Context: an optimization exercise on an open-source flow, tuned for small area, a short achievable clock period and few clock cycles per item. The choices shown serve that exercise and are no tape-out recipe.
No run shown here included a check of the RTL's function; only the layout flow was run.
Power figures rest on the tool's default switching activity, not on a simulated workload.

===== flow/flow/run.sh =====
#!/bin/bash
# Standard layout, except that the port buffers are buf_2 cells instead of the delay buffers
# buffer_ports picks by default. Each tool's output is in orfs/logs; make's own output in make.log.
set -euo pipefail
bash standard.sh BUFFER_PORTS_ARGS="-buffer_cell sky130_fd_sc_hd__buf_2" finish > make.log 2>&1

===== flow/standard.sh =====
#!/bin/bash
# synth_recipe.tcl (not shown) runs the flow's synth.tcl, then flattens the netlist and writes it again
# the make line also repeats each setting of config.mk as NAME=value (left out here)
make -C /OpenROAD-flow-scripts/flow DESIGN_CONFIG=/design/flow/config.mk WORK_HOME=/design/flow/orfs CLKGATE_MAP_FILE= SYNTH_SCRIPT=/design/flow/synth_recipe.tcl "${@:-finish}"

===== flow/config.mk =====
export PLATFORM = sky130hd
export DESIGN_NAME = conv_pair_top
export DESIGN_NICKNAME = conv_pair_top
export VERILOG_FILES = /design/flow/design.v
export SDC_FILE = /design/flow/constraint.sdc
export NUM_CORES = 4
export LEC_CHECK = 0
export CAP_MARGIN = 20
export CORE_MARGIN = 2
export CORE_UTILIZATION = 40
export SLEW_MARGIN = 20
export SYNTH_HIERARCHICAL = 1
export SYNTH_MINIMUM_KEEP_SIZE = 0

===== flow/constraint.sdc =====
create_clock -name core_clock -period 10.0 [get_ports {clk_i}]
set_input_delay 2.0000 -clock core_clock [delete_from_list [all_inputs] [get_ports {clk_i}]]
set_output_delay 2.0000 -clock core_clock [all_outputs]
set_load 0.01 [all_outputs]

===== flow/design.v =====
`timescale 1ns/100ps
package conv_cfg_pkg;
    localparam int INPUT_HEIGHT  = 4;
    localparam int KERNEL_HEIGHT = 3;
    localparam int KERNEL_WIDTH  = 2;
    localparam int OUT_ROWS      = INPUT_HEIGHT - KERNEL_HEIGHT + 1;
    localparam int NUM_STEPS     = KERNEL_HEIGHT * KERNEL_WIDTH + 1;  
    localparam int NUM_CHANNELS  = 2;
    localparam int WORD_WIDTH = 16;
    localparam int ACC_WIDTH  = 32;
    typedef logic signed [WORD_WIDTH-1:0]     word_t;   
    typedef logic signed [ACC_WIDTH-1:0]      acc_t;    
    typedef logic [$clog2(NUM_STEPS)-1:0]     step_t;   
    localparam word_t WORD_MAX = 16'sh7fff;
    localparam logic [NUM_CHANNELS*NUM_STEPS*WORD_WIDTH-1:0] CONV_WEIGHTS = {
        -16'sd3,   
        -16'sd1,   
        16'sd2,   
        16'sd0,   
        16'sd1,   
        16'sd1,   
        -16'sd2,   
        16'sd5,   
        16'sd1,   
        16'sd0,   
        16'sd3,   
        -16'sd1,   
        16'sd2,   
        16'sd1    
    };
endpackage
`timescale 1ns/100ps
package conv_if_pkg;
    localparam int IF_INPUT_HEIGHT = 4;
    localparam int IF_KERNEL_WIDTH = 2;
    localparam int IF_OUT_ROWS     = 2;
    localparam int IF_WORD_WIDTH   = 16;
    localparam int IF_ACC_WIDTH    = 32;
    typedef struct packed {
        logic signed [IF_INPUT_HEIGHT-1:0][IF_KERNEL_WIDTH-1:0][IF_WORD_WIDTH-1:0] pixels;
    } window_t;
    typedef struct packed {
        logic signed [IF_OUT_ROWS-1:0][IF_ACC_WIDTH-1:0] sums;
    } channel_out_t;
    typedef struct packed {
        logic signed [IF_OUT_ROWS-1:0][IF_WORD_WIDTH-1:0] rows;
    } result_t;
    typedef logic [1:0] credit_cnt_t;
    localparam credit_cnt_t IN_CREDITS  = 2'd2;
    localparam credit_cnt_t OUT_CREDITS = 2'd2;
endpackage
`timescale 1ns/100ps
module conv_pair_top (
    input  logic                 clk_i,
    input  logic                 reset_i,
    input  logic                 win_valid_i,
    input  logic [127:0]         win_i,            
    output logic                 credit_o,
    input  logic                 credit_i,
    output logic                 result_valid_o,
    output logic [31:0]          result_o          
);
    logic [1:0][14:0] row_sat;
    logic [15:0] pa0, pb0, pc0, pd0;
    logic s0_1;
    logic c0_2;
    logic s0_3;
    logic c0_4;
    logic s0_5;
    logic c0_6;
    logic s0_7;
    logic c0_8;
    logic s0_9;
    logic c0_10;
    logic s0_11;
    logic c0_12;
    logic s0_13;
    logic c0_14;
    logic s0_15;
    logic c0_16;
    logic s0_17;
    logic c0_18;
    logic s0_19;
    logic c0_20;
    logic s0_21;
    logic c0_22;
    logic s0_23;
    logic c0_24;
    logic s0_25;
    logic c0_26;
    logic s0_27;
    logic c0_28;
    logic s0_29;
    logic c0_30;
    logic s0_31;
    logic c0_32;
    logic s0_33;
    logic c0_34;
    logic s0_35;
    logic c0_36;
    logic s0_37;
    logic c0_38;
    logic s0_39;
    logic c0_40;
    logic s0_41;
    logic c0_42;
    logic s0_43;
    logic c0_44;
    logic s0_45;
    logic c0_46;
    logic s0_47;
    logic c0_48;
    logic s0_49;
    logic c0_50;
    logic s0_51;
    logic c0_52;
    logic s0_53;
    logic c0_54;
    logic s0_55;
    logic c0_56;
    logic s0_57;
    logic c0_58;
    logic s0_59;
    logic c0_60;
    logic s0_61;
    logic c0_62;
    logic s0_63;
    logic c0_64;
    logic s0_65;
    logic c0_66;
    logic s0_67;
    logic c0_68;
    logic s0_69;
    logic c0_70;
    logic s0_71;
    logic c0_72;
    logic s0_73;
    logic c0_74;
    logic s0_75;
    logic c0_76;
    logic s0_77;
    logic c0_78;
    logic s0_79;
    logic c0_80;
    logic s0_81;
    logic c0_82;
    logic s0_83;
    logic c0_84;
    logic s0_85;
    logic c0_86;
    logic s0_87;
    logic c0_88;
    logic s0_89;
    logic c0_90;
    logic s0_91;
    logic c0_92;
    logic s0_93;
    logic c0_94;
    logic s0_95;
    logic c0_96;
    logic s0_97;
    logic c0_98;
    logic s0_99;
    logic c0_100;
    logic s0_101;
    logic c0_102;
    logic s0_103;
    logic c0_104;
    logic s0_105;
    logic c0_106;
    logic s0_107;
    logic c0_108;
    logic s0_109;
    logic c0_110;
    logic s0_111;
    logic c0_112;
    logic s0_113;
    logic c0_114;
    logic s0_115;
    logic c0_116;
    logic s0_117;
    logic c0_118;
    logic s0_119;
    logic c0_120;
    logic s0_121;
    logic c0_122;
    logic s0_123;
    logic c0_124;
    logic s0_125;
    logic c0_126;
    logic s0_127;
    logic c0_128;
    logic s0_129;
    logic c0_130;
    logic s0_131;
    logic c0_132;
    logic s0_133;
    logic c0_134;
    logic s0_135;
    logic c0_136;
    logic s0_137;
    logic c0_138;
    logic s0_139;
    logic c0_140;
    logic s0_141;
    logic c0_142;
    logic s0_143;
    logic c0_144;
    logic s0_145;
    logic c0_146;
    logic s0_147;
    logic c0_148;
    logic s0_149;
    logic c0_150;
    logic s0_151;
    logic c0_152;
    logic s0_153;
    logic c0_154;
    logic s0_155;
    logic c0_156;
    logic s0_157;
    logic c0_158;
    logic s0_159;
    logic c0_160;
    logic s0_161;
    logic c0_162;
    logic s0_163;
    logic c0_164;
    logic [19:0] x0, y0, sum0;
    logic [19:0] g0, p0, gg0;
    logic G0_165;
    logic P0_166;
    logic G0_167;
    logic P0_168;
    logic G0_169;
    logic P0_170;
    logic G0_171;
    logic P0_172;
    logic G0_173;
    logic P0_174;
    logic G0_175;
    logic P0_176;
    logic G0_177;
    logic P0_178;
    logic G0_179;
    logic P0_180;
    logic G0_181;
    logic P0_182;
    logic G0_183;
    logic P0_184;
    logic G0_185;
    logic P0_186;
    logic G0_187;
    logic P0_188;
    logic G0_189;
    logic P0_190;
    logic G0_191;
    logic P0_192;
    logic G0_193;
    logic P0_194;
    logic G0_195;
    logic P0_196;
    logic G0_197;
    logic P0_198;
    logic G0_199;
    logic P0_200;
    logic G0_201;
    logic P0_202;
    logic G0_203;
    logic P0_204;
    logic G0_205;
    logic P0_206;
    logic G0_207;
    logic P0_208;
    logic G0_209;
    logic P0_210;
    logic G0_211;
    logic P0_212;
    logic G0_213;
    logic P0_214;
    logic G0_215;
    logic P0_216;
    logic G0_217;
    logic P0_218;
    logic G0_219;
    logic P0_220;
    logic G0_221;
    logic P0_222;
    logic G0_223;
    logic P0_224;
    logic G0_225;
    logic P0_226;
    logic G0_227;
    logic P0_228;
    logic G0_229;
    logic P0_230;
    logic [15:0] pa1, pb1, pc1, pd1;
    logic s1_231;
    logic c1_232;
    logic s1_233;
    logic c1_234;
    logic s1_235;
    logic c1_236;
    logic s1_237;
    logic c1_238;
    logic s1_239;
    logic c1_240;
    logic s1_241;
    logic c1_242;
    logic s1_243;
    logic c1_244;
    logic s1_245;
    logic c1_246;
    logic s1_247;
    logic c1_248;
    logic s1_249;
    logic c1_250;
    logic s1_251;
    logic c1_252;
    logic s1_253;
    logic c1_254;
    logic s1_255;
    logic c1_256;
    logic s1_257;
    logic c1_258;
    logic s1_259;
    logic c1_260;
    logic s1_261;
    logic c1_262;
    logic s1_263;
    logic c1_264;
    logic s1_265;
    logic c1_266;
    logic s1_267;
    logic c1_268;
    logic s1_269;
    logic c1_270;
    logic s1_271;
    logic c1_272;
    logic s1_273;
    logic c1_274;
    logic s1_275;
    logic c1_276;
    logic s1_277;
    logic c1_278;
    logic s1_279;
    logic c1_280;
    logic s1_281;
    logic c1_282;
    logic s1_283;
    logic c1_284;
    logic s1_285;
    logic c1_286;
    logic s1_287;
    logic c1_288;
    logic s1_289;
    logic c1_290;
    logic s1_291;
    logic c1_292;
    logic s1_293;
    logic c1_294;
    logic s1_295;
    logic c1_296;
    logic s1_297;
    logic c1_298;
    logic s1_299;
    logic c1_300;
    logic s1_301;
    logic c1_302;
    logic s1_303;
    logic c1_304;
    logic s1_305;
    logic c1_306;
    logic s1_307;
    logic c1_308;
    logic s1_309;
    logic c1_310;
    logic s1_311;
    logic c1_312;
    logic s1_313;
    logic c1_314;
    logic s1_315;
    logic c1_316;
    logic s1_317;
    logic c1_318;
    logic s1_319;
    logic c1_320;
    logic s1_321;
    logic c1_322;
    logic s1_323;
    logic c1_324;
    logic s1_325;
    logic c1_326;
    logic s1_327;
    logic c1_328;
    logic s1_329;
    logic c1_330;
    logic s1_331;
    logic c1_332;
    logic s1_333;
    logic c1_334;
    logic s1_335;
    logic c1_336;
    logic s1_337;
    logic c1_338;
    logic s1_339;
    logic c1_340;
    logic s1_341;
    logic c1_342;
    logic s1_343;
    logic c1_344;
    logic s1_345;
    logic c1_346;
    logic s1_347;
    logic c1_348;
    logic s1_349;
    logic c1_350;
    logic s1_351;
    logic c1_352;
    logic s1_353;
    logic c1_354;
    logic s1_355;
    logic c1_356;
    logic s1_357;
    logic c1_358;
    logic s1_359;
    logic c1_360;
    logic s1_361;
    logic c1_362;
    logic s1_363;
    logic c1_364;
    logic s1_365;
    logic c1_366;
    logic s1_367;
    logic c1_368;
    logic s1_369;
    logic c1_370;
    logic s1_371;
    logic c1_372;
    logic s1_373;
    logic c1_374;
    logic s1_375;
    logic c1_376;
    logic s1_377;
    logic c1_378;
    logic s1_379;
    logic c1_380;
    logic s1_381;
    logic c1_382;
    logic s1_383;
    logic c1_384;
    logic s1_385;
    logic c1_386;
    logic s1_387;
    logic c1_388;
    logic s1_389;
    logic c1_390;
    logic s1_391;
    logic c1_392;
    logic s1_393;
    logic c1_394;
    logic [19:0] x1, y1, sum1;
    logic [19:0] g1, p1, gg1;
    logic G1_395;
    logic P1_396;
    logic G1_397;
    logic P1_398;
    logic G1_399;
    logic P1_400;
    logic G1_401;
    logic P1_402;
    logic G1_403;
    logic P1_404;
    logic G1_405;
    logic P1_406;
    logic G1_407;
    logic P1_408;
    logic G1_409;
    logic P1_410;
    logic G1_411;
    logic P1_412;
    logic G1_413;
    logic P1_414;
    logic G1_415;
    logic P1_416;
    logic G1_417;
    logic P1_418;
    logic G1_419;
    logic P1_420;
    logic G1_421;
    logic P1_422;
    logic G1_423;
    logic P1_424;
    logic G1_425;
    logic P1_426;
    logic G1_427;
    logic P1_428;
    logic G1_429;
    logic P1_430;
    logic G1_431;
    logic P1_432;
    logic G1_433;
    logic P1_434;
    logic G1_435;
    logic P1_436;
    logic G1_437;
    logic P1_438;
    logic G1_439;
    logic P1_440;
    logic G1_441;
    logic P1_442;
    logic G1_443;
    logic P1_444;
    logic G1_445;
    logic P1_446;
    logic G1_447;
    logic P1_448;
    logic G1_449;
    logic P1_450;
    logic G1_451;
    logic P1_452;
    logic G1_453;
    logic P1_454;
    logic G1_455;
    logic P1_456;
    logic G1_457;
    logic P1_458;
    logic G1_459;
    logic P1_460;
    assign pa0 = win_i[0 +: 16];       
    assign pb0 = win_i[16 +: 16];     
    assign pc0 = win_i[48 +: 16];     
    assign pd0 = win_i[64 +: 16];     
    conv_ha i_s0_1 (.a(~pa0[1]), .b(pb0[1]), .s(s0_1), .co(c0_2));
    conv_ha i_s0_3 (.a(~pa0[2]), .b(pb0[2]), .s(s0_3), .co(c0_4));
    conv_ha i_s0_5 (.a(~pa0[3]), .b(pb0[3]), .s(s0_5), .co(c0_6));
    conv_ha i_s0_7 (.a(~pa0[4]), .b(pb0[4]), .s(s0_7), .co(c0_8));
    conv_ha i_s0_9 (.a(~pa0[5]), .b(pb0[5]), .s(s0_9), .co(c0_10));
    conv_ha i_s0_11 (.a(~pa0[6]), .b(pb0[6]), .s(s0_11), .co(c0_12));
    conv_ha i_s0_13 (.a(~pa0[7]), .b(pb0[7]), .s(s0_13), .co(c0_14));
    conv_ha i_s0_15 (.a(~pa0[8]), .b(pb0[8]), .s(s0_15), .co(c0_16));
    conv_ha i_s0_17 (.a(~pa0[9]), .b(pb0[9]), .s(s0_17), .co(c0_18));
    conv_ha i_s0_19 (.a(~pa0[10]), .b(pb0[10]), .s(s0_19), .co(c0_20));
    conv_ha i_s0_21 (.a(~pa0[11]), .b(pb0[11]), .s(s0_21), .co(c0_22));
    conv_ha i_s0_23 (.a(~pa0[12]), .b(pb0[12]), .s(s0_23), .co(c0_24));
    conv_ha i_s0_25 (.a(~pa0[13]), .b(pb0[13]), .s(s0_25), .co(c0_26));
    conv_ha i_s0_27 (.a(~pa0[14]), .b(pb0[14]), .s(s0_27), .co(c0_28));
    conv_fa i_s0_29 (.a(pa0[15]), .b(~pb0[15]), .c(pb0[14]), .s(s0_29), .co(c0_30));
    conv_fa i_s0_31 (.a(s0_1), .b(pb0[0]), .c(pc0[1]), .s(s0_31), .co(c0_32));
    conv_fa i_s0_33 (.a(s0_3), .b(pb0[1]), .c(pc0[2]), .s(s0_33), .co(c0_34));
    conv_ha i_s0_35 (.a(pc0[1]), .b(pd0[1]), .s(s0_35), .co(c0_36));
    conv_fa i_s0_37 (.a(s0_5), .b(pb0[2]), .c(pc0[3]), .s(s0_37), .co(c0_38));
    conv_fa i_s0_39 (.a(pc0[2]), .b(pd0[2]), .c(c0_4), .s(s0_39), .co(c0_40));
    conv_fa i_s0_41 (.a(s0_7), .b(pb0[3]), .c(pc0[4]), .s(s0_41), .co(c0_42));
    conv_fa i_s0_43 (.a(pc0[3]), .b(pd0[3]), .c(c0_6), .s(s0_43), .co(c0_44));
    conv_fa i_s0_45 (.a(s0_9), .b(pb0[4]), .c(pc0[5]), .s(s0_45), .co(c0_46));
    conv_fa i_s0_47 (.a(pc0[4]), .b(pd0[4]), .c(c0_8), .s(s0_47), .co(c0_48));
    conv_fa i_s0_49 (.a(s0_11), .b(pb0[5]), .c(pc0[6]), .s(s0_49), .co(c0_50));
    conv_fa i_s0_51 (.a(pc0[5]), .b(pd0[5]), .c(c0_10), .s(s0_51), .co(c0_52));
    conv_fa i_s0_53 (.a(s0_13), .b(pb0[6]), .c(pc0[7]), .s(s0_53), .co(c0_54));
    conv_fa i_s0_55 (.a(pc0[6]), .b(pd0[6]), .c(c0_12), .s(s0_55), .co(c0_56));
    conv_fa i_s0_57 (.a(s0_15), .b(pb0[7]), .c(pc0[8]), .s(s0_57), .co(c0_58));
    conv_fa i_s0_59 (.a(pc0[7]), .b(pd0[7]), .c(c0_14), .s(s0_59), .co(c0_60));
    conv_fa i_s0_61 (.a(s0_17), .b(pb0[8]), .c(pc0[9]), .s(s0_61), .co(c0_62));
    conv_fa i_s0_63 (.a(pc0[8]), .b(pd0[8]), .c(c0_16), .s(s0_63), .co(c0_64));
    conv_fa i_s0_65 (.a(s0_19), .b(pb0[9]), .c(pc0[10]), .s(s0_65), .co(c0_66));
    conv_fa i_s0_67 (.a(pc0[9]), .b(pd0[9]), .c(c0_18), .s(s0_67), .co(c0_68));
    conv_fa i_s0_69 (.a(s0_21), .b(pb0[10]), .c(pc0[11]), .s(s0_69), .co(c0_70));
    conv_fa i_s0_71 (.a(pc0[10]), .b(pd0[10]), .c(c0_20), .s(s0_71), .co(c0_72));
    conv_fa i_s0_73 (.a(s0_23), .b(pb0[11]), .c(pc0[12]), .s(s0_73), .co(c0_74));
    conv_fa i_s0_75 (.a(pc0[11]), .b(pd0[11]), .c(c0_22), .s(s0_75), .co(c0_76));
    conv_fa i_s0_77 (.a(s0_25), .b(pb0[12]), .c(pc0[13]), .s(s0_77), .co(c0_78));
    conv_fa i_s0_79 (.a(pc0[12]), .b(pd0[12]), .c(c0_24), .s(s0_79), .co(c0_80));
    conv_fa i_s0_81 (.a(s0_27), .b(pb0[13]), .c(pc0[14]), .s(s0_81), .co(c0_82));
    conv_fa i_s0_83 (.a(pc0[13]), .b(pd0[13]), .c(c0_26), .s(s0_83), .co(c0_84));
    conv_fa i_s0_85 (.a(s0_29), .b(~pc0[15]), .c(pc0[14]), .s(s0_85), .co(c0_86));
    conv_fa i_s0_87 (.a(pd0[14]), .b(1'b1), .c(c0_28), .s(s0_87), .co(c0_88));
    conv_fa i_s0_89 (.a(~pb0[15]), .b(~pc0[15]), .c(~pd0[15]), .s(s0_89), .co(c0_90));
    conv_ha i_s0_91 (.a(1'b1), .b(c0_30), .s(s0_91), .co(c0_92));
    conv_ha i_s0_93 (.a(~pa0[0]), .b(pb0[0]), .s(s0_93), .co(c0_94));
    conv_fa i_s0_95 (.a(s0_31), .b(pc0[0]), .c(pd0[0]), .s(s0_95), .co(c0_96));
    conv_fa i_s0_97 (.a(s0_33), .b(s0_35), .c(c0_2), .s(s0_97), .co(c0_98));
    conv_fa i_s0_99 (.a(s0_37), .b(s0_39), .c(c0_34), .s(s0_99), .co(c0_100));
    conv_fa i_s0_101 (.a(s0_41), .b(s0_43), .c(c0_38), .s(s0_101), .co(c0_102));
    conv_fa i_s0_103 (.a(s0_45), .b(s0_47), .c(c0_42), .s(s0_103), .co(c0_104));
    conv_fa i_s0_105 (.a(s0_49), .b(s0_51), .c(c0_46), .s(s0_105), .co(c0_106));
    conv_fa i_s0_107 (.a(s0_53), .b(s0_55), .c(c0_50), .s(s0_107), .co(c0_108));
    conv_fa i_s0_109 (.a(s0_57), .b(s0_59), .c(c0_54), .s(s0_109), .co(c0_110));
    conv_fa i_s0_111 (.a(s0_61), .b(s0_63), .c(c0_58), .s(s0_111), .co(c0_112));
    conv_fa i_s0_113 (.a(s0_65), .b(s0_67), .c(c0_62), .s(s0_113), .co(c0_114));
    conv_fa i_s0_115 (.a(s0_69), .b(s0_71), .c(c0_66), .s(s0_115), .co(c0_116));
    conv_fa i_s0_117 (.a(s0_73), .b(s0_75), .c(c0_70), .s(s0_117), .co(c0_118));
    conv_fa i_s0_119 (.a(s0_77), .b(s0_79), .c(c0_74), .s(s0_119), .co(c0_120));
    conv_fa i_s0_121 (.a(s0_81), .b(s0_83), .c(c0_78), .s(s0_121), .co(c0_122));
    conv_fa i_s0_123 (.a(s0_85), .b(s0_87), .c(c0_82), .s(s0_123), .co(c0_124));
    conv_fa i_s0_125 (.a(s0_89), .b(s0_91), .c(c0_86), .s(s0_125), .co(c0_126));
    conv_ha i_s0_127 (.a(1'b1), .b(c0_90), .s(s0_127), .co(c0_128));
    conv_ha i_s0_129 (.a(s0_93), .b(pc0[0]), .s(s0_129), .co(c0_130));
    conv_fa i_s0_131 (.a(s0_95), .b(1'b1), .c(c0_94), .s(s0_131), .co(c0_132));
    conv_fa i_s0_133 (.a(s0_97), .b(c0_32), .c(c0_96), .s(s0_133), .co(c0_134));
    conv_fa i_s0_135 (.a(s0_99), .b(c0_36), .c(c0_98), .s(s0_135), .co(c0_136));
    conv_fa i_s0_137 (.a(s0_101), .b(c0_40), .c(c0_100), .s(s0_137), .co(c0_138));
    conv_fa i_s0_139 (.a(s0_103), .b(c0_44), .c(c0_102), .s(s0_139), .co(c0_140));
    conv_fa i_s0_141 (.a(s0_105), .b(c0_48), .c(c0_104), .s(s0_141), .co(c0_142));
    conv_fa i_s0_143 (.a(s0_107), .b(c0_52), .c(c0_106), .s(s0_143), .co(c0_144));
    conv_fa i_s0_145 (.a(s0_109), .b(c0_56), .c(c0_108), .s(s0_145), .co(c0_146));
    conv_fa i_s0_147 (.a(s0_111), .b(c0_60), .c(c0_110), .s(s0_147), .co(c0_148));
    conv_fa i_s0_149 (.a(s0_113), .b(c0_64), .c(c0_112), .s(s0_149), .co(c0_150));
    conv_fa i_s0_151 (.a(s0_115), .b(c0_68), .c(c0_114), .s(s0_151), .co(c0_152));
    conv_fa i_s0_153 (.a(s0_117), .b(c0_72), .c(c0_116), .s(s0_153), .co(c0_154));
    conv_fa i_s0_155 (.a(s0_119), .b(c0_76), .c(c0_118), .s(s0_155), .co(c0_156));
    conv_fa i_s0_157 (.a(s0_121), .b(c0_80), .c(c0_120), .s(s0_157), .co(c0_158));
    conv_fa i_s0_159 (.a(s0_123), .b(c0_84), .c(c0_122), .s(s0_159), .co(c0_160));
    conv_fa i_s0_161 (.a(s0_125), .b(c0_88), .c(c0_124), .s(s0_161), .co(c0_162));
    conv_fa i_s0_163 (.a(s0_127), .b(c0_92), .c(c0_126), .s(s0_163), .co(c0_164));
    assign x0[0] = s0_129;
    assign y0[0] = 1'b1;
    assign x0[1] = s0_131;
    assign y0[1] = c0_130;
    assign x0[2] = s0_133;
    assign y0[2] = c0_132;
    assign x0[3] = s0_135;
    assign y0[3] = c0_134;
    assign x0[4] = s0_137;
    assign y0[4] = c0_136;
    assign x0[5] = s0_139;
    assign y0[5] = c0_138;
    assign x0[6] = s0_141;
    assign y0[6] = c0_140;
    assign x0[7] = s0_143;
    assign y0[7] = c0_142;
    assign x0[8] = s0_145;
    assign y0[8] = c0_144;
    assign x0[9] = s0_147;
    assign y0[9] = c0_146;
    assign x0[10] = s0_149;
    assign y0[10] = c0_148;
    assign x0[11] = s0_151;
    assign y0[11] = c0_150;
    assign x0[12] = s0_153;
    assign y0[12] = c0_152;
    assign x0[13] = s0_155;
    assign y0[13] = c0_154;
    assign x0[14] = s0_157;
    assign y0[14] = c0_156;
    assign x0[15] = s0_159;
    assign y0[15] = c0_158;
    assign x0[16] = s0_161;
    assign y0[16] = c0_160;
    assign x0[17] = s0_163;
    assign y0[17] = c0_162;
    assign x0[18] = c0_128;
    assign y0[18] = c0_164;
    assign x0[19] = 1'b1;
    assign y0[19] = 1'b0;
    assign g0 = x0 & y0;
    assign p0 = x0 ^ y0;
    assign G0_165 = g0[1] | (p0[1] & g0[0]);
    assign P0_166 = p0[1] & p0[0];
    assign G0_167 = g0[3] | (p0[3] & g0[2]);
    assign P0_168 = p0[3] & p0[2];
    assign G0_169 = g0[5] | (p0[5] & g0[4]);
    assign P0_170 = p0[5] & p0[4];
    assign G0_171 = g0[7] | (p0[7] & g0[6]);
    assign P0_172 = p0[7] & p0[6];
    assign G0_173 = g0[9] | (p0[9] & g0[8]);
    assign P0_174 = p0[9] & p0[8];
    assign G0_175 = g0[11] | (p0[11] & g0[10]);
    assign P0_176 = p0[11] & p0[10];
    assign G0_177 = g0[13] | (p0[13] & g0[12]);
    assign P0_178 = p0[13] & p0[12];
    assign G0_179 = g0[15] | (p0[15] & g0[14]);
    assign P0_180 = p0[15] & p0[14];
    assign G0_181 = g0[17] | (p0[17] & g0[16]);
    assign P0_182 = p0[17] & p0[16];
    assign G0_183 = g0[19] | (p0[19] & g0[18]);
    assign P0_184 = p0[19] & p0[18];
    assign G0_185 = G0_167 | (P0_168 & G0_165);
    assign P0_186 = P0_168 & P0_166;
    assign G0_187 = G0_171 | (P0_172 & G0_169);
    assign P0_188 = P0_172 & P0_170;
    assign G0_189 = G0_175 | (P0_176 & G0_173);
    assign P0_190 = P0_176 & P0_174;
    assign G0_191 = G0_179 | (P0_180 & G0_177);
    assign P0_192 = P0_180 & P0_178;
    assign G0_193 = G0_183 | (P0_184 & G0_181);
    assign P0_194 = P0_184 & P0_182;
    assign G0_195 = G0_187 | (P0_188 & G0_185);
    assign P0_196 = P0_188 & P0_186;
    assign G0_197 = G0_191 | (P0_192 & G0_189);
    assign P0_198 = P0_192 & P0_190;
    assign G0_199 = G0_197 | (P0_198 & G0_195);
    assign P0_200 = P0_198 & P0_196;
    assign G0_201 = G0_189 | (P0_190 & G0_195);
    assign P0_202 = P0_190 & P0_196;
    assign G0_203 = G0_193 | (P0_194 & G0_199);
    assign P0_204 = P0_194 & P0_200;
    assign G0_205 = G0_169 | (P0_170 & G0_185);
    assign P0_206 = P0_170 & P0_186;
    assign G0_207 = G0_173 | (P0_174 & G0_195);
    assign P0_208 = P0_174 & P0_196;
    assign G0_209 = G0_177 | (P0_178 & G0_201);
    assign P0_210 = P0_178 & P0_202;
    assign G0_211 = G0_181 | (P0_182 & G0_199);
    assign P0_212 = P0_182 & P0_200;
    assign G0_213 = g0[2] | (p0[2] & G0_165);
    assign P0_214 = p0[2] & P0_166;
    assign G0_215 = g0[4] | (p0[4] & G0_185);
    assign P0_216 = p0[4] & P0_186;
    assign G0_217 = g0[6] | (p0[6] & G0_205);
    assign P0_218 = p0[6] & P0_206;
    assign G0_219 = g0[8] | (p0[8] & G0_195);
    assign P0_220 = p0[8] & P0_196;
    assign G0_221 = g0[10] | (p0[10] & G0_207);
    assign P0_222 = p0[10] & P0_208;
    assign G0_223 = g0[12] | (p0[12] & G0_201);
    assign P0_224 = p0[12] & P0_202;
    assign G0_225 = g0[14] | (p0[14] & G0_209);
    assign P0_226 = p0[14] & P0_210;
    assign G0_227 = g0[16] | (p0[16] & G0_199);
    assign P0_228 = p0[16] & P0_200;
    assign G0_229 = g0[18] | (p0[18] & G0_211);
    assign P0_230 = p0[18] & P0_212;
    assign gg0[0] = g0[0];
    assign gg0[1] = G0_165;
    assign gg0[2] = G0_213;
    assign gg0[3] = G0_185;
    assign gg0[4] = G0_215;
    assign gg0[5] = G0_205;
    assign gg0[6] = G0_217;
    assign gg0[7] = G0_195;
    assign gg0[8] = G0_219;
    assign gg0[9] = G0_207;
    assign gg0[10] = G0_221;
    assign gg0[11] = G0_201;
    assign gg0[12] = G0_223;
    assign gg0[13] = G0_209;
    assign gg0[14] = G0_225;
    assign gg0[15] = G0_199;
    assign gg0[16] = G0_227;
    assign gg0[17] = G0_211;
    assign gg0[18] = G0_229;
    assign gg0[19] = G0_203;
    assign sum0 = p0 ^ {gg0[18:0], 1'b0};
    assign row_sat[0] = sum0[19] ? 15'd0 : (|sum0[18:15]) ? 15'h7fff : sum0[14:0];
    assign pa1 = win_i[32 +: 16];       
    assign pb1 = win_i[48 +: 16];     
    assign pc1 = win_i[80 +: 16];     
    assign pd1 = win_i[96 +: 16];     
    conv_ha i_s1_231 (.a(~pa1[1]), .b(pb1[1]), .s(s1_231), .co(c1_232));
    conv_ha i_s1_233 (.a(~pa1[2]), .b(pb1[2]), .s(s1_233), .co(c1_234));
    conv_ha i_s1_235 (.a(~pa1[3]), .b(pb1[3]), .s(s1_235), .co(c1_236));
    conv_ha i_s1_237 (.a(~pa1[4]), .b(pb1[4]), .s(s1_237), .co(c1_238));
    conv_ha i_s1_239 (.a(~pa1[5]), .b(pb1[5]), .s(s1_239), .co(c1_240));
    conv_ha i_s1_241 (.a(~pa1[6]), .b(pb1[6]), .s(s1_241), .co(c1_242));
    conv_ha i_s1_243 (.a(~pa1[7]), .b(pb1[7]), .s(s1_243), .co(c1_244));
    conv_ha i_s1_245 (.a(~pa1[8]), .b(pb1[8]), .s(s1_245), .co(c1_246));
    conv_ha i_s1_247 (.a(~pa1[9]), .b(pb1[9]), .s(s1_247), .co(c1_248));
    conv_ha i_s1_249 (.a(~pa1[10]), .b(pb1[10]), .s(s1_249), .co(c1_250));
    conv_ha i_s1_251 (.a(~pa1[11]), .b(pb1[11]), .s(s1_251), .co(c1_252));
    conv_ha i_s1_253 (.a(~pa1[12]), .b(pb1[12]), .s(s1_253), .co(c1_254));
    conv_ha i_s1_255 (.a(~pa1[13]), .b(pb1[13]), .s(s1_255), .co(c1_256));
    conv_ha i_s1_257 (.a(~pa1[14]), .b(pb1[14]), .s(s1_257), .co(c1_258));
    conv_fa i_s1_259 (.a(pa1[15]), .b(~pb1[15]), .c(pb1[14]), .s(s1_259), .co(c1_260));
    conv_fa i_s1_261 (.a(s1_231), .b(pb1[0]), .c(pc1[1]), .s(s1_261), .co(c1_262));
    conv_fa i_s1_263 (.a(s1_233), .b(pb1[1]), .c(pc1[2]), .s(s1_263), .co(c1_264));
    conv_ha i_s1_265 (.a(pc1[1]), .b(pd1[1]), .s(s1_265), .co(c1_266));
    conv_fa i_s1_267 (.a(s1_235), .b(pb1[2]), .c(pc1[3]), .s(s1_267), .co(c1_268));
    conv_fa i_s1_269 (.a(pc1[2]), .b(pd1[2]), .c(c1_234), .s(s1_269), .co(c1_270));
    conv_fa i_s1_271 (.a(s1_237), .b(pb1[3]), .c(pc1[4]), .s(s1_271), .co(c1_272));
    conv_fa i_s1_273 (.a(pc1[3]), .b(pd1[3]), .c(c1_236), .s(s1_273), .co(c1_274));
    conv_fa i_s1_275 (.a(s1_239), .b(pb1[4]), .c(pc1[5]), .s(s1_275), .co(c1_276));
    conv_fa i_s1_277 (.a(pc1[4]), .b(pd1[4]), .c(c1_238), .s(s1_277), .co(c1_278));
    conv_fa i_s1_279 (.a(s1_241), .b(pb1[5]), .c(pc1[6]), .s(s1_279), .co(c1_280));
    conv_fa i_s1_281 (.a(pc1[5]), .b(pd1[5]), .c(c1_240), .s(s1_281), .co(c1_282));
    conv_fa i_s1_283 (.a(s1_243), .b(pb1[6]), .c(pc1[7]), .s(s1_283), .co(c1_284));
    conv_fa i_s1_285 (.a(pc1[6]), .b(pd1[6]), .c(c1_242), .s(s1_285), .co(c1_286));
    conv_fa i_s1_287 (.a(s1_245), .b(pb1[7]), .c(pc1[8]), .s(s1_287), .co(c1_288));
    conv_fa i_s1_289 (.a(pc1[7]), .b(pd1[7]), .c(c1_244), .s(s1_289), .co(c1_290));
    conv_fa i_s1_291 (.a(s1_247), .b(pb1[8]), .c(pc1[9]), .s(s1_291), .co(c1_292));
    conv_fa i_s1_293 (.a(pc1[8]), .b(pd1[8]), .c(c1_246), .s(s1_293), .co(c1_294));
    conv_fa i_s1_295 (.a(s1_249), .b(pb1[9]), .c(pc1[10]), .s(s1_295), .co(c1_296));
    conv_fa i_s1_297 (.a(pc1[9]), .b(pd1[9]), .c(c1_248), .s(s1_297), .co(c1_298));
    conv_fa i_s1_299 (.a(s1_251), .b(pb1[10]), .c(pc1[11]), .s(s1_299), .co(c1_300));
    conv_fa i_s1_301 (.a(pc1[10]), .b(pd1[10]), .c(c1_250), .s(s1_301), .co(c1_302));
    conv_fa i_s1_303 (.a(s1_253), .b(pb1[11]), .c(pc1[12]), .s(s1_303), .co(c1_304));
    conv_fa i_s1_305 (.a(pc1[11]), .b(pd1[11]), .c(c1_252), .s(s1_305), .co(c1_306));
    conv_fa i_s1_307 (.a(s1_255), .b(pb1[12]), .c(pc1[13]), .s(s1_307), .co(c1_308));
    conv_fa i_s1_309 (.a(pc1[12]), .b(pd1[12]), .c(c1_254), .s(s1_309), .co(c1_310));
    conv_fa i_s1_311 (.a(s1_257), .b(pb1[13]), .c(pc1[14]), .s(s1_311), .co(c1_312));
    conv_fa i_s1_313 (.a(pc1[13]), .b(pd1[13]), .c(c1_256), .s(s1_313), .co(c1_314));
    conv_fa i_s1_315 (.a(s1_259), .b(~pc1[15]), .c(pc1[14]), .s(s1_315), .co(c1_316));
    conv_fa i_s1_317 (.a(pd1[14]), .b(1'b1), .c(c1_258), .s(s1_317), .co(c1_318));
    conv_fa i_s1_319 (.a(~pb1[15]), .b(~pc1[15]), .c(~pd1[15]), .s(s1_319), .co(c1_320));
    conv_ha i_s1_321 (.a(1'b1), .b(c1_260), .s(s1_321), .co(c1_322));
    conv_ha i_s1_323 (.a(~pa1[0]), .b(pb1[0]), .s(s1_323), .co(c1_324));
    conv_fa i_s1_325 (.a(s1_261), .b(pc1[0]), .c(pd1[0]), .s(s1_325), .co(c1_326));
    conv_fa i_s1_327 (.a(s1_263), .b(s1_265), .c(c1_232), .s(s1_327), .co(c1_328));
    conv_fa i_s1_329 (.a(s1_267), .b(s1_269), .c(c1_264), .s(s1_329), .co(c1_330));
    conv_fa i_s1_331 (.a(s1_271), .b(s1_273), .c(c1_268), .s(s1_331), .co(c1_332));
    conv_fa i_s1_333 (.a(s1_275), .b(s1_277), .c(c1_272), .s(s1_333), .co(c1_334));
    conv_fa i_s1_335 (.a(s1_279), .b(s1_281), .c(c1_276), .s(s1_335), .co(c1_336));
    conv_fa i_s1_337 (.a(s1_283), .b(s1_285), .c(c1_280), .s(s1_337), .co(c1_338));
    conv_fa i_s1_339 (.a(s1_287), .b(s1_289), .c(c1_284), .s(s1_339), .co(c1_340));
    conv_fa i_s1_341 (.a(s1_291), .b(s1_293), .c(c1_288), .s(s1_341), .co(c1_342));
    conv_fa i_s1_343 (.a(s1_295), .b(s1_297), .c(c1_292), .s(s1_343), .co(c1_344));
    conv_fa i_s1_345 (.a(s1_299), .b(s1_301), .c(c1_296), .s(s1_345), .co(c1_346));
    conv_fa i_s1_347 (.a(s1_303), .b(s1_305), .c(c1_300), .s(s1_347), .co(c1_348));
    conv_fa i_s1_349 (.a(s1_307), .b(s1_309), .c(c1_304), .s(s1_349), .co(c1_350));
    conv_fa i_s1_351 (.a(s1_311), .b(s1_313), .c(c1_308), .s(s1_351), .co(c1_352));
    conv_fa i_s1_353 (.a(s1_315), .b(s1_317), .c(c1_312), .s(s1_353), .co(c1_354));
    conv_fa i_s1_355 (.a(s1_319), .b(s1_321), .c(c1_316), .s(s1_355), .co(c1_356));
    conv_ha i_s1_357 (.a(1'b1), .b(c1_320), .s(s1_357), .co(c1_358));
    conv_ha i_s1_359 (.a(s1_323), .b(pc1[0]), .s(s1_359), .co(c1_360));
    conv_fa i_s1_361 (.a(s1_325), .b(1'b1), .c(c1_324), .s(s1_361), .co(c1_362));
    conv_fa i_s1_363 (.a(s1_327), .b(c1_262), .c(c1_326), .s(s1_363), .co(c1_364));
    conv_fa i_s1_365 (.a(s1_329), .b(c1_266), .c(c1_328), .s(s1_365), .co(c1_366));
    conv_fa i_s1_367 (.a(s1_331), .b(c1_270), .c(c1_330), .s(s1_367), .co(c1_368));
    conv_fa i_s1_369 (.a(s1_333), .b(c1_274), .c(c1_332), .s(s1_369), .co(c1_370));
    conv_fa i_s1_371 (.a(s1_335), .b(c1_278), .c(c1_334), .s(s1_371), .co(c1_372));
    conv_fa i_s1_373 (.a(s1_337), .b(c1_282), .c(c1_336), .s(s1_373), .co(c1_374));
    conv_fa i_s1_375 (.a(s1_339), .b(c1_286), .c(c1_338), .s(s1_375), .co(c1_376));
    conv_fa i_s1_377 (.a(s1_341), .b(c1_290), .c(c1_340), .s(s1_377), .co(c1_378));
    conv_fa i_s1_379 (.a(s1_343), .b(c1_294), .c(c1_342), .s(s1_379), .co(c1_380));
    conv_fa i_s1_381 (.a(s1_345), .b(c1_298), .c(c1_344), .s(s1_381), .co(c1_382));
    conv_fa i_s1_383 (.a(s1_347), .b(c1_302), .c(c1_346), .s(s1_383), .co(c1_384));
    conv_fa i_s1_385 (.a(s1_349), .b(c1_306), .c(c1_348), .s(s1_385), .co(c1_386));
    conv_fa i_s1_387 (.a(s1_351), .b(c1_310), .c(c1_350), .s(s1_387), .co(c1_388));
    conv_fa i_s1_389 (.a(s1_353), .b(c1_314), .c(c1_352), .s(s1_389), .co(c1_390));
    conv_fa i_s1_391 (.a(s1_355), .b(c1_318), .c(c1_354), .s(s1_391), .co(c1_392));
    conv_fa i_s1_393 (.a(s1_357), .b(c1_322), .c(c1_356), .s(s1_393), .co(c1_394));
    assign x1[0] = s1_359;
    assign y1[0] = 1'b1;
    assign x1[1] = s1_361;
    assign y1[1] = c1_360;
    assign x1[2] = s1_363;
    assign y1[2] = c1_362;
    assign x1[3] = s1_365;
    assign y1[3] = c1_364;
    assign x1[4] = s1_367;
    assign y1[4] = c1_366;
    assign x1[5] = s1_369;
    assign y1[5] = c1_368;
    assign x1[6] = s1_371;
    assign y1[6] = c1_370;
    assign x1[7] = s1_373;
    assign y1[7] = c1_372;
    assign x1[8] = s1_375;
    assign y1[8] = c1_374;
    assign x1[9] = s1_377;
    assign y1[9] = c1_376;
    assign x1[10] = s1_379;
    assign y1[10] = c1_378;
    assign x1[11] = s1_381;
    assign y1[11] = c1_380;
    assign x1[12] = s1_383;
    assign y1[12] = c1_382;
    assign x1[13] = s1_385;
    assign y1[13] = c1_384;
    assign x1[14] = s1_387;
    assign y1[14] = c1_386;
    assign x1[15] = s1_389;
    assign y1[15] = c1_388;
    assign x1[16] = s1_391;
    assign y1[16] = c1_390;
    assign x1[17] = s1_393;
    assign y1[17] = c1_392;
    assign x1[18] = c1_358;
    assign y1[18] = c1_394;
    assign x1[19] = 1'b1;
    assign y1[19] = 1'b0;
    assign g1 = x1 & y1;
    assign p1 = x1 ^ y1;
    assign G1_395 = g1[1] | (p1[1] & g1[0]);
    assign P1_396 = p1[1] & p1[0];
    assign G1_397 = g1[3] | (p1[3] & g1[2]);
    assign P1_398 = p1[3] & p1[2];
    assign G1_399 = g1[5] | (p1[5] & g1[4]);
    assign P1_400 = p1[5] & p1[4];
    assign G1_401 = g1[7] | (p1[7] & g1[6]);
    assign P1_402 = p1[7] & p1[6];
    assign G1_403 = g1[9] | (p1[9] & g1[8]);
    assign P1_404 = p1[9] & p1[8];
    assign G1_405 = g1[11] | (p1[11] & g1[10]);
    assign P1_406 = p1[11] & p1[10];
    assign G1_407 = g1[13] | (p1[13] & g1[12]);
    assign P1_408 = p1[13] & p1[12];
    assign G1_409 = g1[15] | (p1[15] & g1[14]);
    assign P1_410 = p1[15] & p1[14];
    assign G1_411 = g1[17] | (p1[17] & g1[16]);
    assign P1_412 = p1[17] & p1[16];
    assign G1_413 = g1[19] | (p1[19] & g1[18]);
    assign P1_414 = p1[19] & p1[18];
    assign G1_415 = G1_397 | (P1_398 & G1_395);
    assign P1_416 = P1_398 & P1_396;
    assign G1_417 = G1_401 | (P1_402 & G1_399);
    assign P1_418 = P1_402 & P1_400;
    assign G1_419 = G1_405 | (P1_406 & G1_403);
    assign P1_420 = P1_406 & P1_404;
    assign G1_421 = G1_409 | (P1_410 & G1_407);
    assign P1_422 = P1_410 & P1_408;
    assign G1_423 = G1_413 | (P1_414 & G1_411);
    assign P1_424 = P1_414 & P1_412;
    assign G1_425 = G1_417 | (P1_418 & G1_415);
    assign P1_426 = P1_418 & P1_416;
    assign G1_427 = G1_421 | (P1_422 & G1_419);
    assign P1_428 = P1_422 & P1_420;
    assign G1_429 = G1_427 | (P1_428 & G1_425);
    assign P1_430 = P1_428 & P1_426;
    assign G1_431 = G1_419 | (P1_420 & G1_425);
    assign P1_432 = P1_420 & P1_426;
    assign G1_433 = G1_423 | (P1_424 & G1_429);
    assign P1_434 = P1_424 & P1_430;
    assign G1_435 = G1_399 | (P1_400 & G1_415);
    assign P1_436 = P1_400 & P1_416;
    assign G1_437 = G1_403 | (P1_404 & G1_425);
    assign P1_438 = P1_404 & P1_426;
    assign G1_439 = G1_407 | (P1_408 & G1_431);
    assign P1_440 = P1_408 & P1_432;
    assign G1_441 = G1_411 | (P1_412 & G1_429);
    assign P1_442 = P1_412 & P1_430;
    assign G1_443 = g1[2] | (p1[2] & G1_395);
    assign P1_444 = p1[2] & P1_396;
    assign G1_445 = g1[4] | (p1[4] & G1_415);
    assign P1_446 = p1[4] & P1_416;
    assign G1_447 = g1[6] | (p1[6] & G1_435);
    assign P1_448 = p1[6] & P1_436;
    assign G1_449 = g1[8] | (p1[8] & G1_425);
    assign P1_450 = p1[8] & P1_426;
    assign G1_451 = g1[10] | (p1[10] & G1_437);
    assign P1_452 = p1[10] & P1_438;
    assign G1_453 = g1[12] | (p1[12] & G1_431);
    assign P1_454 = p1[12] & P1_432;
    assign G1_455 = g1[14] | (p1[14] & G1_439);
    assign P1_456 = p1[14] & P1_440;
    assign G1_457 = g1[16] | (p1[16] & G1_429);
    assign P1_458 = p1[16] & P1_430;
    assign G1_459 = g1[18] | (p1[18] & G1_441);
    assign P1_460 = p1[18] & P1_442;
    assign gg1[0] = g1[0];
    assign gg1[1] = G1_395;
    assign gg1[2] = G1_443;
    assign gg1[3] = G1_415;
    assign gg1[4] = G1_445;
    assign gg1[5] = G1_435;
    assign gg1[6] = G1_447;
    assign gg1[7] = G1_425;
    assign gg1[8] = G1_449;
    assign gg1[9] = G1_437;
    assign gg1[10] = G1_451;
    assign gg1[11] = G1_431;
    assign gg1[12] = G1_453;
    assign gg1[13] = G1_439;
    assign gg1[14] = G1_455;
    assign gg1[15] = G1_429;
    assign gg1[16] = G1_457;
    assign gg1[17] = G1_441;
    assign gg1[18] = G1_459;
    assign gg1[19] = G1_433;
    assign sum1 = p1 ^ {gg1[18:0], 1'b0};
    assign row_sat[1] = sum1[19] ? 15'd0 : (|sum1[18:15]) ? 15'h7fff : sum1[14:0];
    logic [1:0][29:0] entry;
    logic [1:0]       entry_valid;
    logic             wr_ptr;
    logic             rd_ptr;
    logic [1:0]       out_credits;
    logic             send;
    logic [29:0]      head;
    assign send           = entry_valid[rd_ptr] && (out_credits != 2'd0);
    assign result_valid_o = send;
    assign credit_o       = send;
    assign head           = entry[rd_ptr];
    assign result_o       = {1'b0, head[29:15], 1'b0, head[14:0]};
    always_ff @(posedge clk_i) begin
        if (reset_i) begin
            entry_valid <= 2'b00;
            wr_ptr      <= 1'b0;
            rd_ptr      <= 1'b0;
            out_credits <= 2'd2;
        end else begin
            if (win_valid_i) begin
                entry_valid[wr_ptr] <= 1'b1;
                wr_ptr              <= !wr_ptr;
            end
            if (send) begin
                entry_valid[rd_ptr] <= 1'b0;
                rd_ptr              <= !rd_ptr;
            end
            case ({send, credit_i})
                2'b10:   out_credits <= out_credits - 1'b1;
                2'b01:   out_credits <= out_credits + 1'b1;
                default: out_credits <= out_credits;
            endcase
        end
    end
    always_ff @(posedge clk_i) begin
        if (win_valid_i) begin
            entry[wr_ptr] <= row_sat;
        end
    end
endmodule
module conv_fa (
    input  logic a,
    input  logic b,
    input  logic c,
    output logic s,
    output logic co
);
    assign s  = a ^ b ^ c;
    assign co = (a & b) | (a & c) | (b & c);
endmodule
module conv_ha (
    input  logic a,
    input  logic b,
    output logic s,
    output logic co
);
    assign s  = a ^ b;
    assign co = a & b;
endmodule

==> results.cfg, run 1 <==
[timing]
final_max_slew_viol_count = 0
fin_setup_tns_ns = 0
fmax_mhz = 138
setup_violations = 0
finalHoldViolCount = 0
grt_setup_unrepaired = no
min_period_ns = 7.26
period_share_pct = 72.6
skew_ns = 0.00684
worst_slew_pin_slew_ns = 1.04
slew_headroom_pct = 30.4

[synth]
synth_ff_type = edfxtp_1
yosys_register_bits = 66
synth_area_per_cell_um2 = 13.9
synth_edf_count = 60
synth.distinct_cells = 47
ys_top_cells_by_area = fa_1, edfxtp_1, ha_1
ys_warn_count = 7
yosysMostFrequentCell = fa_1
yosysSeqAreaShare_pct = 25.8
synthTopCellsByCount = fa_1, inv_1, ha_1
synth_area_mm2 = 0.00745
netlist.area_leader.share_pct = 39.2
synth_top_area_cell = fa_1
synth_async_sr_flop_share_pct = 0
syn_inst = 537

[die]
initial_utilization_pct = 41.0
ios = 166
die_w_um = 140
core-area_mm2 = 0.0181
die_y_um = 140
die_area_mm2 = 0.0197
row_count = 49

[min_path]
hold_depth = 2
hold_start = entry_valid[0]
min_to = rd_ptr
hp-class = register to register

[place]
placedCellCount = 913
dp_hpwl_um = 13300
gp_congestion = 0.825
portBuffers = 147

[power]
pwr-share-seq_pct = 18.8
power_density_mw_per_mm2 = 272
power.internal_w = 0.00136
swShare_pct = 42.9
clkPwrFrac_pct = 12.7
switching_power_w = 0.00102
combPwrFrac_pct = 68.5
p_leak_nw = 3.93
ir_worst_vdd_mv = 0.103

[clocking]
cts_setup_buffers = 0
cts_hold_buf = 0
cts_tree = yes
cts_made_buffers = 9
htreeDepth = 3
clock-sinks = 66
path_clk_slew_ns = 0.05
clkLatencyLatePin_ns = 0.33
cts_resized = 0
root_buffer = clkbuf_16
cts_buffer_depth = 2

[worst_setup_path]
required_ns = 10.01
critical-path-top-delay-family = adder cells
critical_path.max_stage_delay_ns = 0.93
timing.critical_path.mode_cell = fa_1
r2r_end = out_credits[1]
critPathLaunchType = primary input
r2r_cells = 7
critPathMaxFanout = 15
cp_num_buf_inv = 3
r2r_setup_slack_ns = 7.68
critPathKind = primary input to register
endpoint_kind = register
reg2reg_from = rd_ptr
cp.arrival_ns = 7.27
crit_chain = buf_2 -> inv_1 -> ha_1 -> fa_1 -> fa_1 -> fa_1 -> inv_1 -> fa_1 -> nand2b_1 -> a21oi_1 -> o2111ai_2 -> o21ai_1 -> o31a_1 -> fa_1 -> nor4b_4 -> a21boi_0
slowest_stage = nor4b_4

[detailed_routing]
drt_wl_total_um = 15000
drt_iter0_drc = 156
vias_per_cell = 4.85
firstDrtPassIters = 15
wl_per_cell_um = 16.2
ant_nets = 0
routed-via-count = 4512
drc = 0

[global_routing]
track_usage_pct = 16.4
antenna_found_initial = 0
grt_first_pass_wirelength_um = 25300
grt_pass1_vias = 5191
grt_start_max_net_pins = 27
gr-total-overflow = 0

[layout]
register_area_mm2 = 0.00192
fillers = 1662
syn2layout_area_growth_pct = 17.3
multi_input_area_mm2 = 0.00521
final_layout_size_suffix_gt1_share_pct = 30.7
stdcell_count = 930
fin_nets = 1044

[run_status]
status = complete, no violations

[flow_run]
drv_cap = 0
worst max-delay path by stage:
stage               from  endpoint  slack [ns]  cells past startpoint
4_1_cts         win_i[1]  register        2.69                     17
5_1_grt        win_i[17]  register        2.44                     16
2_1_floorplan  win_i[33]  register        3.42                     16
3_3_place_gp    win_i[1]  register        2.47                     17
3_5_place_dp    win_i[1]  register        2.34                     17
6_report        win_i[1]  register        2.74                     16
cells by family after synthesis:
kind of cell | share of synthesized area, %
fa+ha+maj | 51.2
buf+inv | 4.69
compound gates | 8.13
flops | 25.8
simple gates | 3.34
mux | 4.54
xor+xnor | 2.23
other cells | 0.101
power by group through the flow:
| stage | Sequential (W) | Clock (W) | Combinational (W) |
|---|---|---|---|
| finish | 0.000447 | 0.000300 | 0.00163 |
| global route | 0.000455 | 0.000318 | 0.00186 |
| CTS | 0.000448 | 0.000307 | 0.00166 |
| detailed placement | 0.000453 | 0 | 0.00165 |
| global placement | 0.000449 | 0 | 0.00160 |
| floorplan | 0.000444 | 0 | 0.00129 |
routing by layer:
layer  global-route usage (%)  part of all wire (%)
met1                     21.2                    43
met2                     28.8                    50
met3                     2.46                   5.4
met4                     5.00                   1.5
met5                        0                     0
cell usage in the layout (no fill, tap or decap), types with 3 or more instances in the layout:
cell       count
xor2_1        10
a21oi_1       13
clkbuf_1       3
a21o_1         4
dfxtp_1        6
buf_4          3
o21ai_0        5
o211ai_1       3
buf_2        147
a21boi_0      17
edfxtp_1      60
nand2b_1       8
and2_1         4
fa_1         146
mux2_2        30
conb_1        10
clkbuf_16      9
nand2_1       11
a21boi_2      13
inv_1         74
nor2_1         8
ha_1          71
xnor2_1        9
layout make-up:
type | count | share of cell area (%)
Antenna cell | 1 | 0.0286
Clock buffer | 12 | 2.71
Clock inverter | 4 | 0.487
Inverter | 74 | 3.18
Multi-Input combinational cell | 394 | 59.6
Sequential cell | 66 | 22.0
Tap cell | 229 | 3.28
Timing Repair Buffer | 150 | 8.68
per-module statistics from Yosys (local to each module, per instance):
module	cells	times used
conv_fa	1	126
conv_pair_top	373	1
conv_ha	1	38
worst register-to-register path: stages (launching register included):
cell and delay [ns]:
dfxtp_1 0.55, buf_4 0.44, inv_1 0.11, o22ai_1 0.26
or2_2 0.20, ha_1 0.26, or3_1 0.36, nand3_1 0.09
metrics by stage:
step	total power, W	util [%]	cell area (um^2)	hold WS [ns]	worst slack, ns
after floorplan	0.00174	-	7480	0.461	3.42
after global placement	0.00205	46.6	8450	0.479	2.47
after detailed placement	0.00210	46.6	8450	0.505	2.34
after CTS	0.00242	48.1	8730	0.513	2.69
after global routing	0.00264	48.1	8730	0.537	2.44
final	0.00237	48.1	8740	0.507	2.74
==> run 2, diff against run 1 <==
==> flow/run.sh (new file) <==
#!/bin/bash
# synth_recipe.tcl (not shown) runs the flow's synth.tcl, then flattens the netlist and writes it again
# the make line also repeats each setting of config.mk as NAME=value (left out here)
make -C /OpenROAD-flow-scripts/flow DESIGN_CONFIG=/design/flow/config.mk WORK_HOME=/design/flow/orfs CLKGATE_MAP_FILE= SYNTH_SCRIPT=/design/flow/synth_recipe.tcl finish
removed: flow/flow/run.sh
removed: flow/standard.sh
==> results.cfg, run 2 <==
[min_path]
hold_depth = 2
hold_start = entry_valid[0]
hp-class = register to register
min_to = rd_ptr

[die]
die_w_um = 140
die_y_um = 140
ios = 166
core-area_mm2 = 0.0181
row_count = 49
initial_utilization_pct = 41.0
die_area_mm2 = 0.0197

[clocking]
cts_setup_buffers = 0
cts_tree = yes
root_buffer = clkbuf_16
clock-sinks = 66
cts_resized = 0
cts_made_buffers = 9
path_clk_slew_ns = 0.05
cts_buffer_depth = 2
htreeDepth = 3
cts_hold_buf = 0
clkLatencyLatePin_ns = 0.33

[synth]
synth_area_per_cell_um2 = 13.9
synth_edf_count = 60
yosysMostFrequentCell = fa_1
netlist.area_leader.share_pct = 39.2
synthTopCellsByCount = fa_1, inv_1, ha_1
yosys_register_bits = 66
syn_inst = 537
synth_area_mm2 = 0.00745
yosysSeqAreaShare_pct = 25.8
synth_async_sr_flop_share_pct = 0
synth.distinct_cells = 47
synth_ff_type = edfxtp_1
synth_top_area_cell = fa_1
ys_top_cells_by_area = fa_1, edfxtp_1, ha_1
ys_warn_count = 7

[layout]
fin_nets = 1044
syn2layout_area_growth_pct = 27.3
n_antenna_cell = 0
final_common_cell = clkdlybuf4s50_1
fillers = 1548
mostFrequentLayoutCells = clkdlybuf4s50_1, fa_1, inv_1, ha_1, edfxtp_1
register_area_mm2 = 0.00192
stdcell_count = 929
fin_area_mm2 = 0.00948
multi_input_area_mm2 = 0.00521
final_layout_size_suffix_gt1_share_pct = 9.86

[worst_setup_path]
timing.critical_path.mode_cell = fa_1
endpoint_kind = register
reg2reg_from = rd_ptr
critical_path.max_stage_delay_ns = 0.91
r2r_end = out_credits[1]
required_ns = 10.01
critPathMaxFanout = 15
critPathKind = primary input to register
r2r_cells = 7
critical-path-top-delay-family = adder cells
cp.arrival_ns = 7.64
slowest_stage = nor4b_4
crit_chain = clkdlybuf4s50_1 -> inv_1 -> ha_1 -> fa_1 -> fa_1 -> fa_1 -> inv_1 -> fa_1 -> nand2b_1 -> a21oi_1 -> o2111ai_2 -> o21ai_1 -> a21oi_1 -> fa_1 -> xnor2_1 -> nor4b_4 -> a21boi_0
critPathLaunchType = primary input
cp_num_buf_inv = 3
r2r_setup_slack_ns = 7.92

[timing]
setup_violations = 0
finalHoldViolCount = 0
fmax_mhz = 131
slew_headroom_pct = 29.9
period_share_pct = 76.3
worst_slew_pin_slew_ns = 1.05
skew_ns = 0.00347
min_period_ns = 7.63
fin_setup_tns_ns = 0
grt_setup_unrepaired = no
final_max_slew_viol_count = 0

[place]
dp_hpwl_um = 13300
placedCellCount = 913
gp_congestion = 0.842
place_area_mm2 = 0.00919
portBuffers = 147

[run_status]
status = complete, no violations

[detailed_routing]
drt_wl_total_um = 15200
drc = 0
vias_per_cell = 4.88
routed-via-count = 4533
drt_iter0_drc = 192
wl_per_cell_um = 16.4
firstDrtPassIters = 20
ant_nets = 0

[global_routing]
grt_first_pass_wirelength_um = 25700
grt_start_max_net_pins = 35
gr-total-overflow = 0
track_usage_pct = 16.6
grt_pass1_vias = 5344
antenna_found_initial = 0

[power]
ir_worst_vdd_mv = 0.0979
power_density_mw_per_mm2 = 260
p_total_w = 0.00247
p_leak_nw = 3.92

[flow_run]
drv_cap = 0
-- run 2: logic make-up (layout without fill, tap and decap cells) --
family,Yosys count,in the layout,share of synthesized area [%]
flops,66,66,25.8
compound gates,76,76,8.13
xor+xnor,19,19,2.23
mux,30,30,4.54
fa+ha+maj,217,217,51.2
buf+inv,85,240,4.69
other cells,2,10,0.101
simple gates,42,42,3.34
-- run 2: worst max-delay path by stage --
stage                         start        to  slack, ns  cells after the start
after CTS                 win_i[49]  register       2.32                     15
after detailed placement  win_i[49]  register       2.00                     15
after global routing       win_i[1]  register       1.91                     17
after floorplan           win_i[33]  register       3.42                     16
after global placement     win_i[1]  register       2.12                     17
final                      win_i[1]  register       2.37                     17
-- run 2: metal layers --
layer  vias to the layer above  track usage [%]  part of all wire (%)
met5                         -                0                     0
met4                         0             3.74                  0.79
met3                         7             2.67                   4.9
met2                       125             30.7                    52
met1                      2280             20.5                    42
li1                       2121                -                     -
-- run 2: area by class of cell --
class	count	share of cell area (%)
Clock inverter	3	0.409
Timing Repair Buffer	150	15.8
Sequential cell	66	20.3
Clock buffer	13	2.64
Tap cell	229	3.02
Multi-Input combinational cell	394	55.0
Inverter	74	2.93
-- run 2: report_power, final --
part           internal (W)  switching, W  total (W)
combinational      0.000810      0.000906    0.00172
sequential         0.000428     0.0000174   0.000445
clock              0.000199      0.000108   0.000307
-- run 2: worst reg2reg max path: stages (launching register included) --
cell     delay (ns)
dfxtp_1        0.31
buf_4          0.41
inv_1          0.12
o22ai_1        0.28
or2_2          0.20
ha_1           0.26
or3_1          0.35
nand3_1        0.08
-- run 2: through the flow --
step                      hold WS, ns  setup slack, ns  utilization, %
after floorplan                 0.461             3.42               -
after detailed placement        0.495             2.00            50.6
after CTS                       0.501             2.32            52.2
after global routing            0.532             1.91            52.2
final                           0.499             2.37            52.2
after global placement          0.479             2.12            50.6
-- run 2: per-module statistics from Yosys (local to each module, per instance) --
module         cell area, um^2  flops+latches
conv_fa                   20.0              0
conv_ha                   12.5              0
conv_pair_top             4450             66
==> run 3, diff against run 2 <==
==> flow/flow/run.sh (new file) <==
#!/bin/bash
# Standard layout (the standard.sh, all ORFS steps), except that the port buffers are
# buf_2 cells instead of the delay buffers buffer_ports picks by default.
# Each tool's full output is in orfs/logs/; make's own output is in make.log.
set -euo pipefail
bash standard.sh BUFFER_PORTS_ARGS="-buffer_cell sky130_fd_sc_hd__buf_2" finish > make.log 2>&1
==> flow/standard.sh (new file) <==
#!/bin/bash
# synth_recipe.tcl (not shown) runs the flow's synth.tcl, then flattens the netlist and writes it again
# the make line also repeats each setting of config.mk as NAME=value (left out here)
make -C /OpenROAD-flow-scripts/flow DESIGN_CONFIG=/design/flow/config.mk WORK_HOME=/design/flow/orfs CLKGATE_MAP_FILE= SYNTH_SCRIPT=/design/flow/synth_recipe.tcl "${@:-finish}"
--- a/flow/config.mk
+++ b/flow/config.mk
@@ -8,6 +8,7 @@
 export CAP_MARGIN = 20
 export CORE_MARGIN = 2
 export CORE_UTILIZATION = 40
+export SETUP_SLACK_MARGIN = 3.5
 export SLEW_MARGIN = 20
 export SYNTH_HIERARCHICAL = 1
 export SYNTH_MINIMUM_KEEP_SIZE = 0
removed: flow/run.sh
==> results.cfg, run 3 <==
[synth]
synth_area_per_cell_um2 = 13.9
synthMuxAreaShare_pct = 4.54
yosys_register_bits = 66
ys_warn_count = 7
netlist.area_leader.share_pct = 39.2
synth-xor-area-share_pct = 2.23
synth.distinct_cells = 47
synth_ff_type = edfxtp_1
synth_top_family_by_area = adder cells
yosysMostFrequentCell = fa_1
synthTopCellsByCount = fa_1, inv_1, ha_1
yosysSeqAreaShare_pct = 25.8
synth_compound_area_share_pct = 8.13
ys_top_cells_by_area = fa_1, edfxtp_1, ha_1
syn_inst = 537
synth_async_sr_flop_share_pct = 0
synth_edf_count = 60
synthSimpleGateAreaFrac_pct = 3.34
synth_area_mm2 = 0.00745
synthAdderAreaFrac_pct = 51.2
synth_top_area_cell = fa_1

[power]
power.internal_w = 0.00161
power_density_mw_per_mm2 = 300
swShare_pct = 42.2
ir_worst_vdd_mv = 0.118
switching_power_w = 0.00117
combPwrFrac_pct = 73.1
pwr-share-seq_pct = 16.0
clkPwrFrac_pct = 10.9
p_leak_nw = 4.07

[layout]
final_layout_size_suffix_gt1_share_pct = 38.1
syn2layout_area_growth_pct = 24.6
fillers = 1613
stdcell_count = 950
final_common_cell = buf_2
fin_nets = 1060
mostFrequentLayoutCells = buf_2, fa_1, inv_1, ha_1, edfxtp_1

[timing]
skew_ns = 0.00282
fmax_mhz = 157
worst_slew_pin_slew_ns = 0.884
setup_violations = 0
grt_setup_unrepaired = yes
slew_headroom_pct = 40.8
fin_setup_tns_ns = 0
final_max_slew_viol_count = 0
period_share_pct = 63.6
finalHoldViolCount = 0
min_period_ns = 6.36

[place]
portBuffers = 147
gp_congestion = 0.824
dp_hpwl_um = 13000
placedCellCount = 913

[global_routing]
grt_first_pass_wirelength_um = 25800
antenna_found_initial = 2
grt_pass1_vias = 5409
track_usage_pct = 16.6
grt_start_max_net_pins = 31
gr-total-overflow = 0

[clocking]
path_clk_slew_ns = 0.05
clkLatencyLatePin_ns = 0.33
clock-sinks = 66
cts_made_buffers = 9
cts_tree = yes
cts_buffer_depth = 2
root_buffer = clkbuf_16
cts_hold_buf = 0
htreeDepth = 3

[flow_run]
drv_cap = 0

[worst_setup_path]
cp.arrival_ns = 6.45
critPathLaunchType = primary input
endpoint_kind = register
required_ns = 10.09
critPathKind = primary input to register
critPathMaxFanout = 8

[detailed_routing]
drt_wl_total_um = 15300
vias_per_cell = 4.83
ant_nets = 0
firstDrtPassIters = 4
drc = 0
wl_per_cell_um = 16.1
routed-via-count = 4590
drt_iter0_drc = 122

[die]
initial_utilization_pct = 41.0
die_w_um = 140
die_area_mm2 = 0.0197
core-area_mm2 = 0.0181
die_y_um = 140
ios = 166
row_count = 49

[min_path]
hp-class = register to register

[run_status]
status = complete, no violations
## run 3: worst max-delay path, cell delays in order
cell and delay, ns:
buf_12 0.10, ha_4 0.23, fa_1 0.55, fa_1 0.44
fa_1 0.54, inv_2 0.05, fa_2 0.36, nand2b_4 0.16
a21oi_4 0.18, o2111ai_4 0.18, o21ai_4 0.22, a31oi_4 0.11
fa_2 0.38, xnor2_2 0.16, nor4b_4 0.26, buf_4 0.17
buf_12 0.13, a21boi_4 0.05, and2_1 0.15
## run 3: timing repair
action,in CTS,in global routing
pin swaps,16,57
endpoints found under the setup margin,60,60
hold endpoints to repair,0,0
resized for setup,10,58
cloned,1,1
buffers inserted,9,5
## run 3: cells by family after synthesis
logic type,after synthesis
fa+ha+maj,217
compound gates,76
simple gates,42
buf+inv,85
flops,66
other cells,2
mux,30
xor+xnor,19
## run 3: per-layer routing
layer / GRT usage [%] / vias up / wire, um
li1: - / 2159 / -
met1: 21.1 / 2291 / 6480
met2: 29.6 / 127 / 7790
met3: 3.28 / 13 / 865
met4: 3.58 / 0 / 181
met5: 0 / - / 0
## run 3: worst paths after layout
path                  start       end  slack, ns  cells past startpoint
max reg2reg          wr_ptr  register       8.15                      2
max               win_i[49]  register       3.64                     19
min          entry_valid[0]    rd_ptr       0.50                      2
min reg2reg  entry_valid[0]    rd_ptr       0.50                      2
## run 3: cell type report
cell class / instances / area (um^2) / area share [%]
diodes: 5 / 12.5 / 0.135
flip-flops and latches: 66 / 1920 / 20.7
repair buffers: 166 / 963 / 10.4
well taps: 229 / 287 / 3.09
clock inverters: 6 / 57.6 / 0.620
multi-input cells: 394 / 5520 / 59.5
inverters: 74 / 284 / 3.06
clock buffers: 10 / 229 / 2.47
## run 3: Yosys stat by module, one instance, submodules excluded
module,times used,area (um^2)
conv_ha,38,12.5
conv_fa,126,20.0
conv_pair_top,1,4450
## run 3: power groups by stage
stage	Clock (W)	Sequential [W]	Combinational, W
2_1_floorplan	0	0.000444	0.00131
3_3_place_gp	0	0.000448	0.00162
3_5_place_dp	0	0.000452	0.00167
4_1_cts	0.000310	0.000447	0.00185
5_1_grt	0.000320	0.000453	0.00230
6_report	0.000302	0.000446	0.00203
## run 3: through the flow
| step | worst slack [ns] | power [W] | util [%] | hold WS, ns | area, um^2 |
|---|---|---|---|---|---|
| floorplan | 3.51 | 0.00176 | - | 0.461 | 7510 |
| global placement | 2.60 | 0.00207 | 46.7 | 0.476 | 8480 |
| detailed placement | 2.51 | 0.00212 | 46.7 | 0.488 | 8480 |
| CTS | 3.51 | 0.00261 | 49.4 | 0.501 | 8960 |
| global route | 3.43 | 0.00307 | 51.1 | 0.533 | 9270 |
| finish | 3.64 | 0.00278 | 51.1 | 0.497 | 9280 |

## what the ideal ports hide
No port has a modelled driver above. Below, the same layouts with a new extraction and two added sets of constraints.
Step 1 sets driving cells, clkbuf_16 on the clock port and buf_2 on the other inputs (assumed; they add their load-dependent delay and slew).
Step 2, shift: input delay + t, output delay - t, t = (earliest + latest rising clock arrival at the registers) / 2. This alone moves slack from input paths to output paths.
a / b / c = ideal ports / drivers / drivers and shift; a / b = the first two.
run	t, ns	slack for setup (ns)	cell pins on the clock port's net
run 1	0.368	2.742 / 2.758 / 2.390	1
run 2	0.357	2.368 / 2.371 / 2.014	1
run 3	0.364	3.640 / 3.626 / 3.262	1
After both steps every run listed still meets setup and hold. For run 3, which loses most, drivers alone change the setup slack by -0.014 ns; drivers and shift together by -0.378 ns.
